This design comes from an exercise in tuning for small area and few clock cycles per item on the open sky130 flow, not from production work. RTL that was checked went through simulation tests only; none was proved equivalent to the original.

==> build 80 <==
// yuyv_to_rgb_converter_unit
module yuyv_to_rgb_converter_unit (
    input  logic           i_clk,
    input  logic           i_rst_n,
    input  logic           i_yuyv_valid,
    output logic           o_yuyv_ready,
    input  logic [32:0]    i_yuyv_data,
    output logic           o_rgb_valid,
    input  logic           i_rgb_ready,
    output logic [48:0]    o_rgb_data
);
Settings: LEC_CHECK=0, CAP_MARGIN=20, CORE_MARGIN=2, CORE_UTILIZATION=40, SLEW_MARGIN=20; clock period 6.5 ns.
run.sh (not shown) runs the stock make flow with config.mk's settings and CLKGATE_MAP_FILE= SYNTH_SCRIPT=/design/flow/synth_recipe.tcl, a recipe that flattens the netlist after the stock synthesis.
==> build 2: changes against build 80 <==
--- a/flow/design.v
+++ b/flow/design.v
@@ -50,20 +50,29 @@
     yuv2rgb_pkg::t_rgb_pair   w_out;
     logic                     r_v;
     logic                     w_adv;
     assign w_adv        = !r_v || i_rgb_ready;
     assign o_yuyv_ready = w_adv;
     assign o_rgb_valid  = r_v;
+    logic r_v_in;
     always_ff @(posedge i_clk) begin
         if (!i_rst_n) begin
-            r_v <= 1'b0;
+            r_v_in <= 1'b0;
+            r_v    <= 1'b0;
         end else if (w_adv) begin
-            r_v <= i_yuyv_valid;
+            r_v_in <= i_yuyv_valid;
+            r_v    <= r_v_in;
         end
     end
-    assign w_in = yuv2rgb_pkg::t_yuyv_group'(i_yuyv_data);
+    yuv2rgb_pkg::t_yuyv_group r_in;
+    always_ff @(posedge i_clk) begin
+        if (w_adv) begin
+            r_in <= yuv2rgb_pkg::t_yuyv_group'(i_yuyv_data);
+        end
+    end
+    assign w_in = r_in;
     yuv2rgb_pkg::t_rgb_pair r_out;
     always_ff @(posedge i_clk) begin
         if (w_adv) begin
             r_out <= w_out;
         end
     end
==> summary of the runs <==
- Build 80 ran to the end with no violations. Build 2 completed without violations.
- Wire length: build 2 is lower than build 80 (about 2%).
- In build 2 the area after synthesis is higher than in build 80, by 7.7%.
Testbench counts of build 2, summed over its fixed seeds: cycles 12,016, items 12,000.
No functional check of the RTL was part of build 80.

==> inputs of job 1859 <==
Another version of the RTL of yuyv_to_rgb_converter_unit (not shown whole).
==> flow/config.mk <==
export PLATFORM = sky130hd
export DESIGN_NAME = yuyv_to_rgb_converter_unit
export DESIGN_NICKNAME = yuyv_to_rgb_converter_unit
export VERILOG_FILES = /design/flow/design.v
export SDC_FILE = /design/flow/constraint.sdc
export NUM_CORES = 4
export LEC_CHECK = 0
export CAP_MARGIN = 20
export CORE_MARGIN = 2
export CORE_UTILIZATION = 40
export SLEW_MARGIN = 20
==> flow/constraint.sdc <==
create_clock -name core_clock -period 6.5 [get_ports {i_clk}]
set_input_delay 1.3000 -clock core_clock [delete_from_list [all_inputs] [get_ports {i_clk}]]
set_output_delay 1.3000 -clock core_clock [all_outputs]
set_load 0.01 [all_outputs]
standard.sh (not shown) runs the stock make flow with config.mk's settings and CLKGATE_MAP_FILE= SYNTH_SCRIPT=/design/flow/synth_recipe.tcl, a recipe that flattens the netlist after the stock synthesis.
==> flow/flow/run.sh <==
#!/bin/bash
# Standard layout, with the port buffers made from plain buffers
# (sky130_fd_sc_hd__buf_1) instead of the default delay buffer cell.
set -e
export BUFFER_PORTS_ARGS="-buffer_cell sky130_fd_sc_hd__buf_1"
bash standard.sh > standard.log 2>&1
==> job 9210: changes against job 1859 <==
--- a/flow/design.v
+++ b/flow/design.v
@@ -51,18 +51,27 @@
     logic                     r_v;
     logic                     w_adv;
     assign w_adv        = !r_v || i_rgb_ready;
     assign o_yuyv_ready = w_adv;
     assign o_rgb_valid  = r_v;
+    logic r_v_in;
     always_ff @(posedge i_clk) begin
         if (!i_rst_n) begin
-            r_v <= 1'b0;
+            r_v_in <= 1'b0;
+            r_v    <= 1'b0;
         end else if (w_adv) begin
-            r_v <= i_yuyv_valid;
+            r_v_in <= i_yuyv_valid;
+            r_v    <= r_v_in;
         end
     end
-    assign w_in = yuv2rgb_pkg::t_yuyv_group'(i_yuyv_data);
+    yuv2rgb_pkg::t_yuyv_group r_in;
+    always_ff @(posedge i_clk) begin
+        if (w_adv) begin
+            r_in <= yuv2rgb_pkg::t_yuyv_group'(i_yuyv_data);
+        end
+    end
+    assign w_in = r_in;
     yuv2rgb_pkg::t_rgb_pair r_out;
     always_ff @(posedge i_clk) begin
         if (w_adv) begin
             r_out <= w_out;
         end
--- a/flow/config.mk
+++ b/flow/config.mk
@@ -5,7 +5,9 @@
 export SDC_FILE = /design/flow/constraint.sdc
 export NUM_CORES = 4
 export LEC_CHECK = 0
 export CAP_MARGIN = 20
 export CORE_MARGIN = 2
-export CORE_UTILIZATION = 40
+export CORE_UTILIZATION = 60
+export CTS_BUF_LIST = sky130_fd_sc_hd__clkbuf_8
+export CTS_CLUSTER_SIZE = 30
 export SLEW_MARGIN = 20
==> job 7833: changes against job 1859 <==
--- a/flow/design.v
+++ b/flow/design.v
@@ -51,18 +51,27 @@
     logic                     r_v;
     logic                     w_adv;
     assign w_adv        = !r_v || i_rgb_ready;
     assign o_yuyv_ready = w_adv;
     assign o_rgb_valid  = r_v;
+    logic r_v_in;
     always_ff @(posedge i_clk) begin
         if (!i_rst_n) begin
-            r_v <= 1'b0;
+            r_v_in <= 1'b0;
+            r_v    <= 1'b0;
         end else if (w_adv) begin
-            r_v <= i_yuyv_valid;
+            r_v_in <= i_yuyv_valid;
+            r_v    <= r_v_in;
         end
     end
-    assign w_in = yuv2rgb_pkg::t_yuyv_group'(i_yuyv_data);
+    yuv2rgb_pkg::t_yuyv_group r_in;
+    always_ff @(posedge i_clk) begin
+        if (w_adv) begin
+            r_in <= yuv2rgb_pkg::t_yuyv_group'(i_yuyv_data);
+        end
+    end
+    assign w_in = r_in;
     yuv2rgb_pkg::t_rgb_pair r_out;
     always_ff @(posedge i_clk) begin
         if (w_adv) begin
             r_out <= w_out;
         end
==> notes <==
Job 9210 finished with timing, DRC and antenna clean. Job 1859 finished but fails on setup timing. Job 7833 passed the timing, DRC and antenna checks. The highest first-iteration DRC count belongs to job 9210, the lowest to job 7833. In job 9210 the synthesized cell count is larger than in job 1859, by about 2.2%. The highest cell area belongs to job 1859, the lowest to job 9210. Non-clock buffer count: job 1859 is higher than job 7833 (189). The highest worst hold slack belongs to job 1859, the lowest to job 7833. In job 9210 the setup slack is lower than in job 7833, by 0.020 ns. Register-to-register slack: job 1859 > job 7833 > job 9210. Clock-buffer cell count, highest first: job 7833, job 9210, job 1859. In job 1859 the area after synthesis is smaller than in job 7833, by 7.4%.
Testbench counts of job 9210, summed over its fixed seeds: cycles 12,016, items 12,000.
Testbench counts of job 7833, summed over its fixed seeds: cycles 12,016, items 12,000.
Only the layout flow was run in job 1859; the RTL was not checked for function there.

==> what the ideal ports hide <==
In the flow no input, the clock included, has a driving cell. The finished layouts below were timed again as built, in two steps.
Step 1 assumes that a clkbuf_16 drives the clock port and a buf_2 every other input.
Step 2, shift: input delay + t, output delay - t, t = (earliest + latest rising clock arrival at the registers) / 2. This alone moves slack from input paths to output paths.
Three values: ideal ports, drivers, drivers and shift; two values: the first two.
run | t, ns | setup WS [ns] | worst data-port slew with drivers (ns)
build 80 | 0.348 | 0.173 / 0.200 / -0.148 | 0.04
build 2 | 0.411 | 0.484 / 0.484 / 0.484 | 0.05
job 1859 | 0.326 | -0.027 / -0.045 / -0.371 | 0.06
job 9210 | 0.421 | 0.235 / 0.235 / 0.235 | 0.03
job 7833 | 0.415 | 0.256 / 0.256 / 0.256 | 0.03
Met with ideal ports but missed after step 2: setup timing in build 80. For job 1859, which loses most, drivers alone change the setup slack by -0.018 ns; drivers and shift together by -0.344 ns.
